What follows belongs to an exercise in optimizing a design on an open flow for a short achievable clock period and few clock cycles per item; a production flow would make more cautious choices.
Only the layout flow was run in this run; the RTL was not checked for function there.
Power figures rest on the tool's default switching activity, not on a simulated workload.

--- flow/design.v ---
package shaPkg;
    localparam int NumRounds    = 64;
    localparam int NumHashWords = 8;
    localparam int BlockWords   = 16;
    localparam int LengthBits   = 64;
    typedef logic [31:0]  wordT;
    typedef logic [7:0]   byteT;
    typedef logic [511:0] blockT;
    typedef wordT [NumHashWords-1:0] digestT;   
    function automatic wordT rotr(input wordT x, input integer n);
        rotr = (x >> n) | (x << (32 - n));
    endfunction
    function automatic wordT smallSigma0(input wordT x);
        smallSigma0 = rotr(x, 7) ^ rotr(x, 18) ^ (x >> 3);
    endfunction
    function automatic wordT smallSigma1(input wordT x);
        smallSigma1 = rotr(x, 17) ^ rotr(x, 19) ^ (x >> 10);
    endfunction
    function automatic wordT bigSigma0(input wordT x);
        bigSigma0 = rotr(x, 2) ^ rotr(x, 13) ^ rotr(x, 22);
    endfunction
    function automatic wordT bigSigma1(input wordT x);
        bigSigma1 = rotr(x, 6) ^ rotr(x, 11) ^ rotr(x, 25);
    endfunction
    function automatic wordT choose(input wordT x, input wordT y, input wordT z);
        choose = (x & y) ^ (~x & z);
    endfunction
    function automatic wordT majority(input wordT x, input wordT y, input wordT z);
        majority = (x & y) ^ (y & z) ^ (x & z);
    endfunction
endpackage
module shaTop #(
    parameter int MaxMsgBytes = 55
) (
    input  logic                                   clk,
    input  logic                                   resetSHA,
    input  logic                                   go,
    input  logic [$clog2(MaxMsgBytes + 1)-1:0]     msgLength,
    output logic [$clog2(MaxMsgBytes)-1:0]         msgAddress,
    output logic                                   msgEnable,
    input  shaPkg::byteT                           msgData,
    output logic [$clog2(shaPkg::NumHashWords)-1:0] hAddress,
    output logic                                   hEnable,
    input  shaPkg::wordT                           hData,
    output logic [$clog2(shaPkg::NumRounds)-1:0]   kAddress,
    output logic                                   kEnable,
    input  shaPkg::wordT                           kData,
    output logic [$clog2(shaPkg::NumHashWords)-1:0] domAddress,
    output shaPkg::wordT                           domData,
    output logic                                   domWrite,
    output logic                                   finish
);
    typedef logic [31:0] word;
    logic       busy;
    logic [3:0] cyc;         
    logic [5:0] len;         
    logic       mReading;
    logic [5:0] mAddr;
    logic       inValid;     
    logic [5:0] inIdx;
    logic [5:0] bcnt;        
    logic [3:0] hStep;
    logic [2:0] hAddr;
    logic       hInValid;
    logic [2:0] hInIdx;
    logic       hLoaded;
    logic [6:0] kRd;         
    logic       kInValid;
    logic [2:0] kInSlot;
    word        kq [8];
    word        kP;          
    word        win [32];
    logic [6:0] p;           
    logic [6:0] t;           
    logic       rdy;         
    word        R, Q;
    word        a, b, c, d, e, f, g, h;
    word        hs [8];
    logic       wActive;
    logic [2:0] wStep;
    function automatic logic [2:0] hOrder(input logic [3:0] s);
        case (s)
            4'd0: hOrder = 3'd3;
            4'd1: hOrder = 3'd7;
            4'd2: hOrder = 3'd0;
            4'd3: hOrder = 3'd1;
            4'd4: hOrder = 3'd2;
            4'd5: hOrder = 3'd4;
            4'd6: hOrder = 3'd5;
            default: hOrder = 3'd6;
        endcase
    endfunction
    assign msgAddress = mAddr;
    assign msgEnable  = 1'b1;
    assign hAddress   = hAddr;
    assign hEnable    = 1'b1;
    assign kAddress   = kRd[5:0];
    assign kEnable    = 1'b1;
    logic wordReady, exec, fire;
    logic [8:0] wordEnd;
    assign wordEnd   = {p, 2'b00} + 9'd4;
    assign wordReady = (bcnt >= len) || ({3'b000, bcnt} >= wordEnd);
    assign exec      = busy && rdy && hLoaded && (t < 7'd64);
    assign fire      = busy && wordReady && (cyc >= 4'd3) && (p < 7'd64) && (rdy ? exec : 1'b1);
    logic [6:0] pNext;
    assign pNext = p + {6'd0, fire};
    function automatic word csaS(input word x, input word y, input word z);
        csaS = x ^ y ^ z;
    endfunction
    function automatic word csaC(input word x, input word y, input word z);
        csaC = ((x & y) | (x & z) | (y & z)) << 1;
    endfunction
    word s1, ch, s0, mj;
    word x1s, x1c, x2s, x2c, x3s, x3c;
    word ys, yc;
    word aNew, eNew;
    assign s1 = shaPkg::bigSigma1(e);
    assign ch = shaPkg::choose(e, f, g);
    assign s0 = shaPkg::bigSigma0(a);
    assign mj = shaPkg::majority(a, b, c);
    assign x1s = csaS(s1, ch, R);
    assign x1c = csaC(s1, ch, R);
    assign x2s = csaS(x1s, x1c, s0);
    assign x2c = csaC(x1s, x1c, s0);
    assign x3s = csaS(x2s, x2c, mj);
    assign x3c = csaC(x2s, x2c, mj);
    assign aNew = x3s + x3c;
    assign ys   = csaS(s1, ch, Q);
    assign yc   = csaC(s1, ch, Q);
    assign eNew = ys + yc;
    word zs, zc, z2s, z2c, eNewH7;
    assign zs  = csaS(s1, ch, Q);
    assign zc  = csaC(s1, ch, Q);
    assign z2s = csaS(zs, zc, hs[7]);
    assign z2c = csaC(zs, zc, hs[7]);
    assign eNewH7 = z2s + z2c;
    word hh, dd, wp;
    word r1s, r1c, q2s, q2c, rNew, qNew;
    assign hh  = rdy ? g : h;
    assign dd  = rdy ? c : d;
    assign wp  = win[16];
    assign r1s = csaS(hh, kP, wp);
    assign r1c = csaC(hh, kP, wp);
    assign rNew = r1s + r1c;
    assign q2s = csaS(r1s, r1c, dd);
    assign q2c = csaC(r1s, r1c, dd);
    assign qNew = q2s + q2c;
    word g1s, g1c, g2s, g2c, wGen;
    assign g1s = csaS(shaPkg::smallSigma1(win[15]), win[10], shaPkg::smallSigma0(win[2]));
    assign g1c = csaC(shaPkg::smallSigma1(win[15]), win[10], shaPkg::smallSigma0(win[2]));
    assign g2s = csaS(g1s, g1c, win[1]);
    assign g2c = csaC(g1s, g1c, win[1]);
    assign wGen = g2s + g2c;
    always_ff @(posedge clk) begin
        if (resetSHA) begin
            busy     <= 1'b0;
            cyc      <= '0;
            mReading <= 1'b0;
            mAddr    <= '0;
            inValid  <= 1'b0;
            bcnt     <= '0;
            hStep    <= '0;
            hAddr    <= 3'd3;
            hInValid <= 1'b0;
            hLoaded  <= 1'b0;
            kRd      <= '0;
            kInValid <= 1'b0;
            p        <= '0;
            t        <= '0;
            rdy      <= 1'b0;
            wActive  <= 1'b0;
            wStep    <= '0;
            domWrite <= 1'b0;
            finish   <= 1'b0;
        end else if (go && !busy) begin
            busy     <= 1'b1;
            cyc      <= 4'd1;
            mReading <= (msgLength > 6'd1);
            mAddr    <= (msgLength > 6'd1) ? 6'd1 : 6'd0;
            inValid  <= (msgLength != 6'd0);
            bcnt     <= '0;
            hStep    <= 4'd1;
            hAddr    <= hOrder(4'd1);
            hInValid <= 1'b1;
            hLoaded  <= 1'b0;
            kRd      <= 7'd1;
            kInValid <= 1'b1;
            p        <= '0;
            t        <= '0;
            rdy      <= 1'b0;
            wActive  <= 1'b0;
            wStep    <= '0;
            domWrite <= 1'b0;
            finish   <= 1'b0;
        end else begin
            if (cyc != 4'd15)
                cyc <= cyc + 1'b1;
            inValid <= mReading;
            if (mReading) begin
                if (mAddr + 6'd1 == len) begin
                    mReading <= 1'b0;
                    mAddr    <= '0;
                end else begin
                    mAddr <= mAddr + 1'b1;
                end
            end
            if (inValid)
                bcnt <= inIdx + 1'b1;
            hInValid <= (hStep != 4'd0);
            if (hStep != 4'd0) begin
                if (hStep == 4'd7) begin
                    hStep <= 4'd0;
                    hAddr <= 3'd3;
                end else begin
                    hStep <= hStep + 1'b1;
                    hAddr <= hOrder(hStep + 1'b1);
                end
            end
            if (hInValid && hInIdx == 3'd6)
                hLoaded <= 1'b1;
            kInValid <= 1'b0;
            if (busy && kRd < 7'd64 && kRd < p + 7'd6) begin
                kRd      <= kRd + 1'b1;
                kInValid <= 1'b1;
            end
            if (!busy || kRd >= 7'd64)
                kRd <= (busy ? kRd : 7'd0);
            p <= pNext;
            if (exec)
                t <= t + 1'b1;
            if (fire)
                rdy <= 1'b1;
            else if (exec)
                rdy <= 1'b0;
            domWrite <= 1'b0;
            finish   <= 1'b0;
            if (exec && t == 7'd60) begin
                wActive  <= 1'b1;
                wStep    <= 3'd1;
                domWrite <= 1'b1;
            end else if (wActive) begin
                wStep    <= wStep + 1'b1;
                domWrite <= 1'b1;
                if (wStep == 3'd7) begin
                    wActive <= 1'b0;
                    finish  <= 1'b1;
                    busy    <= 1'b0;
                end
            end
        end
    end
    function automatic word template(input logic [5:0] l, input int i);
        word w;
        w = '0;
        for (int k = 0; k < 4; k++)
            if (l == 6'(4 * i + k))
                w[31 - 8*k -: 8] = 8'h80;
        if (i == 15)
            w = {20'd0, l, 3'd0};
        template = w;
    endfunction
    always_ff @(posedge clk) begin
        inIdx    <= mAddr;
        hInIdx   <= hAddr;
        kInSlot  <= kRd[2:0];
        if (go && !busy)
            len <= msgLength;
        if (hInValid) begin
            hs[hInIdx] <= hData;
            case (hInIdx)
                3'd0: a <= hData;
                3'd1: b <= hData;
                3'd2: c <= hData;
                3'd3: d <= hData;
                3'd4: e <= hData;
                3'd5: f <= hData;
                3'd6: g <= hData;
                default: h <= hData;
            endcase
        end
        if (kInValid)
            kq[kInSlot] <= kData;
        kP <= kq[pNext[2:0]];
        if (go && !busy) begin
            for (int i = 0; i < 16; i++)
                win[16 + i] <= template(msgLength, i);
        end else begin
            if (fire) begin
                for (int i = 0; i < 31; i++)
                    win[i] <= win[i + 1];
                win[31] <= '0;
                if (p >= 7'd15)
                    win[16] <= wGen;
            end
            if (inValid) begin
                for (int i = 0; i < 14; i++)
                    if (inIdx[5:2] - pNext[3:0] == 4'(i))
                        win[16 + i][31 - 8*inIdx[1:0] -: 8] <= msgData;
            end
        end
        if (fire) begin
            R <= rNew;
            Q <= qNew;
        end
        if (exec) begin
            a <= aNew;
            b <= a;
            c <= b;
            d <= c;
            e <= eNew;
            f <= e;
            g <= f;
            h <= g;
        end
        domAddress <= 3'd7;
        domData    <= eNewH7;
        if (wActive) begin
            case (wStep)
                3'd1: begin domAddress <= 3'd3; domData <= a + hs[3]; end
                3'd2: begin domAddress <= 3'd6; domData <= e + hs[6]; end
                3'd3: begin domAddress <= 3'd2; domData <= b + hs[2]; end
                3'd4: begin domAddress <= 3'd5; domData <= f + hs[5]; end
                3'd5: begin domAddress <= 3'd1; domData <= b + hs[1]; end
                3'd6: begin domAddress <= 3'd4; domData <= e + hs[4]; end
                default: begin domAddress <= 3'd0; domData <= a + hs[0]; end
            endcase
        end
    end
endmodule
--- flow/run.sh ---
#!/bin/bash
# synth_recipe.tcl (not shown) runs the flow's synth.tcl, then flattens the netlist and writes it again
# the make line also repeats each setting of config.mk as NAME=value (left out here)
make -C /OpenROAD-flow-scripts/flow DESIGN_CONFIG=/design/flow/config.mk WORK_HOME=/design/flow/orfs CLKGATE_MAP_FILE= SYNTH_SCRIPT=/design/flow/synth_recipe.tcl finish
--- flow/config.mk ---
export PLATFORM = sky130hd
export DESIGN_NAME = shaTop
export DESIGN_NICKNAME = shaTop
export VERILOG_FILES = /design/flow/design.v
export SDC_FILE = /design/flow/constraint.sdc
export NUM_CORES = 4
export LEC_CHECK = 0
export CAP_MARGIN = 20
export CORE_MARGIN = 2
export CORE_UTILIZATION = 40
export SLEW_MARGIN = 20
--- flow/constraint.sdc ---
create_clock -name core_clock -period 10.0 [get_ports {clk}]
set_input_delay 2.0000 -clock core_clock [delete_from_list [all_inputs] [get_ports {clk}]]
set_output_delay 2.0000 -clock core_clock [all_outputs]
set_load 0.01 [all_outputs]
==> run_results.csv <==
group,metric,value,unit
power,ir_drop,0.0001410,V
setup_path,cp_max_fo,35,
floorplanning,io_pins,136,
cts,cts_sinks,1917,
placed_design,dpl_cell_area,103400,sq um
detailed_routing,wl,279600,um
synth,async_flop_share,0,%
power,p_leak,39.83,nW
floorplanning,rows,182,
synth,synth_cells,8489,
synth,synth_ff_type,"edfxtp_1",
detailed_routing,ant_nets,0,
detailed_routing,viasPerCell,5.546,
cts,cts_resized,0,
synth,ys_seq_elements,1917,
timing,tns,0,ns
setup_path,path_depth,16,
synth,yosysTopAreaCell,"edfxtp_1",
power,p_per_area,169.5,nW/um^2
cts,clockRootBuffer,"clkbuf_16",
floorplanning,core_area,245700,sq um
setup_path,slowest_stage,"dfxtp_4",
detailed_routing,dr.first_iter.drc_count,6685,
setup_path,crit_start,"rdy",
detailed_routing,wl_per_cell,23.45,um
setup_path,reg2reg_setup_slack,3.69,ns
synth,ys_types,103,
cts,numCtsBuffers,209,
detailed_routing,dr.pass1.iters,6,
floorplanning,die_h,501.0,um
cts,hold_buffers,0,
grt,grt-ovfl-total,0,
synth,ys_seq_area_share,52.35,%
timing,hold_viol,0,
synth,synth.area.top_cells,"edfxtp_1 (41%), dfxtp_1 (12%), fa_1 (5.8%), mux2i_1 (5.1%), ha_1 (4.5%)",
worst_hold_path,hold_path_class,"reg -> reg",
placed_design,gp_congestion,0.9443,
layout,drive_above_1_share,7.929,%
floorplanning,die_area,251000,sq um
detailed_routing,dr_total_vias,66138,
setup_path,crit_path_cell_trace,"buf_4 -> mux2i_1 -> fa_1 -> fa_1 -> inv_1 -> ha_1 -> nor2b_1 -> o21ai_1 -> a21boi_0 -> nor2b_1 -> o311ai_1 -> a311o_1 -> a31oi_1 -> o311ai_0 -> a21oi_1 -> xnor2_1",
setup_path,critPathCaptureType,"flip-flop",
run,cap_viol_max_count,0,
setup_path,arrival,6.91,ns
layout,top_regs,"win: 943 flops, hs: 256 flops, kq: 256 flops",
cts,clk_path_buf_depth,3,
setup_path,cp_top_family,"compound AO/OA/AOI/OAI gates",
layout,largest_reg_flops,943,
grt,grt_pass1_wl,415600,um
synth,ys.warnings.count,2,
cts,clkTransAtPathRegs,0.06,ns
worst_hold_path,min_from,"win[4][7]",
setup_path,reg2reg_from,"rdy",
timing,setup_viol,0,
timing,max-slew-margin-rel,28.25,%
placed_design,io_buffers,132,
grt,grt_pass1_vias,63653,
outcome,status,"timing/DRC/antenna clean",
setup_path,critical_path_class,"reg -> reg",
layout,final_nets,9242,
floorplanning,die_x,501.0,um
timing,clock_skew,0.09027,ns
placed_design,dp_hpwl,207700,um
cts,postCtsSetupBuffers,0,
timing,period_share,63.11,%
cts,clock_latency,0.89,ns
timing,fin_crit,6.311,ns
timing,finalHoldWorstSlack,0.4003,ns
detailed_routing,drc,0,
synth,synth_top_area_share,40.52,%
cts,htree_levels,4,
synth,synth_edf_count,1333,
timing,rsz0062_at_grt,"false",
layout,fin_area,110700,sq um
grt,grt_max_degree,184,
timing,drv_slew,0,
synth,syn_area,98800,sq um
setup_path,startpoint_type,"flip-flop",
layout,synthToLayoutAreaGrowth,12.07,%
worst_hold_path,hold_depth,0,
timing,worst_slew_pin_slew,1.076,ns
setup_path,crit_required,10.60,ns
setup_path,r2r.worst_path.cells,16,
layout,largest-register,"win",
floorplanning,initial_core_util,40.21,%
setup_path,cp.buffers_inverters,2,
cts,cts_tree,"done",
setup_path,slowest_delay,0.76,ns
timing,fmax,158.4,MHz
synth,syn-mean-instance-area,11.64,sq um
grt,grt_use_total,21.87,%
grt,antenna_found_initial,22,
[per-layer routing]
layer	wire length, um	GRT usage (%)
met5	174	0
met4	8980	6.817
met3	20230	3.357
met2	116300	31.44
met1	133900	33.55
[layout by cell type (no fill, tap or decap), types with 52 or more instances in the layout]
master,instances
a21o_1,132
ha_1,353
nand2_1,807
mux2i_1,500
xor2_1,183
xnor2_1,341
dfxtp_1,582
a21oi_1,332
buf_4,89
nor3_1,86
mux4_2,64
fa_1,285
o21ai_0,288
inv_1,632
o22a_1,344
o22ai_1,71
clkdlybuf4s50_1,132
edfxtp_1,1333
nand3_1,102
nand2b_1,59
nor2_1,696
mux2_2,103
clkbuf_16,211
nor2b_1,52
[where the power goes]
group / internal [mW] / switching, mW
Combinational: 0.757 / 1.20
Sequential: 8.67 / 0.0760
Clock: 4.65 / 3.41
Total: 14.1 / 4.69
[layout make-up]
cell class / instances / area, sq um
inverter: 635 / 2411
antenna: 3 / 7.507
sequential: 1917 / 51720
fill: 22258 / 135000
tap: 3220 / 4029
timing repair buffer: 230 / 2200
multi-input combinational: 5528 / 43070
clock inverter: 123 / 1533
clock buffer: 269 / 5748
[through the flow]
| stage | total power [mW] | worst slack [ns] | util (%) | instances |
|---|---|---|---|---|
| final | 18.76 | 3.689 | 45.06 | 11925 |
| after global routing | 19.44 | 3.015 | 45.06 | 11923 |
| after CTS | 18.91 | 3.533 | 45.05 | 11921 |
| after detailed placement | 10.84 | 3.550 | 42.08 | 11529 |
| after global placement | 10.80 | 3.615 | 42.03 | 11524 |
| after floorplan | 10.22 | 0.03582 | - | 8491 |
[kinds of logic after synthesis]
logic type	count (synthesis)	share of synthesized area (%)
buf+inv	1046	4.324
compound gates	1626	11.47
simple gates	2033	8.888
other cells	1	0.003796
mux	667	7.699
flops	1917	52.35
fa+ha+maj	673	10.61
xor+xnor	526	4.663
[cell usage after synthesis, types with 23 or more instances]
cell,n
a211oi_1,46
a21o_1,132
a21oi_1,332
a22o_1,24
a31oi_1,51
and2_1,37
and3_1,44
buf_6,35
clkbuf_1,328
dfxtp_1,584
edfxtp_1,1333
fa_1,285
ha_1,355
inv_1,634
maj3_1,33
mux2_2,103
mux2i_1,500
mux4_2,64
nand2_1,807
nand2b_1,61
nand3_1,102
nand4_1,33
nor2_1,708
nor2b_1,52
nor3_1,92
o211ai_1,27
o21a_1,46
o21ai_0,294
o21bai_1,38
o22a_1,344
o22ai_1,71
or3_1,23
xnor2_1,342
xor2_1,184
[path summary, 6_finish.rpt]
kind                    end
setup / recovery      Q[31]
hold / removal    win[3][7]
hold reg to reg   win[3][7]
setup reg to reg      Q[31]

[separate check: timing with driven ports]
No port has a modelled driver above. Below, the same layout with a new extraction and two added sets of constraints.
Step 1, drivers: a clkbuf_16 drives clk and a buf_2 each remaining input, both assumed.
Step 2 times the ports against the registers' clock, not the clock port: input delays grow and output delays shrink by t, the midpoint of the rising clock arrivals with the driver on.
Slacks: ideal ports / drivers / drivers and shift; pairs: ideal ports / drivers.
t (ns): 0.939
setup slack, ns: 3.689 / 3.689 / 3.689
hold slack, ns: 0.400 / 0.400 / 0.400
worst register clock-pin slew, ns: 0.07 / 0.07
cell pins on the clock port's net: 1
After both steps setup and hold are still met in this run. For this run, drivers alone change the setup slack by 0.000 ns; drivers and shift together by 0.000 ns.
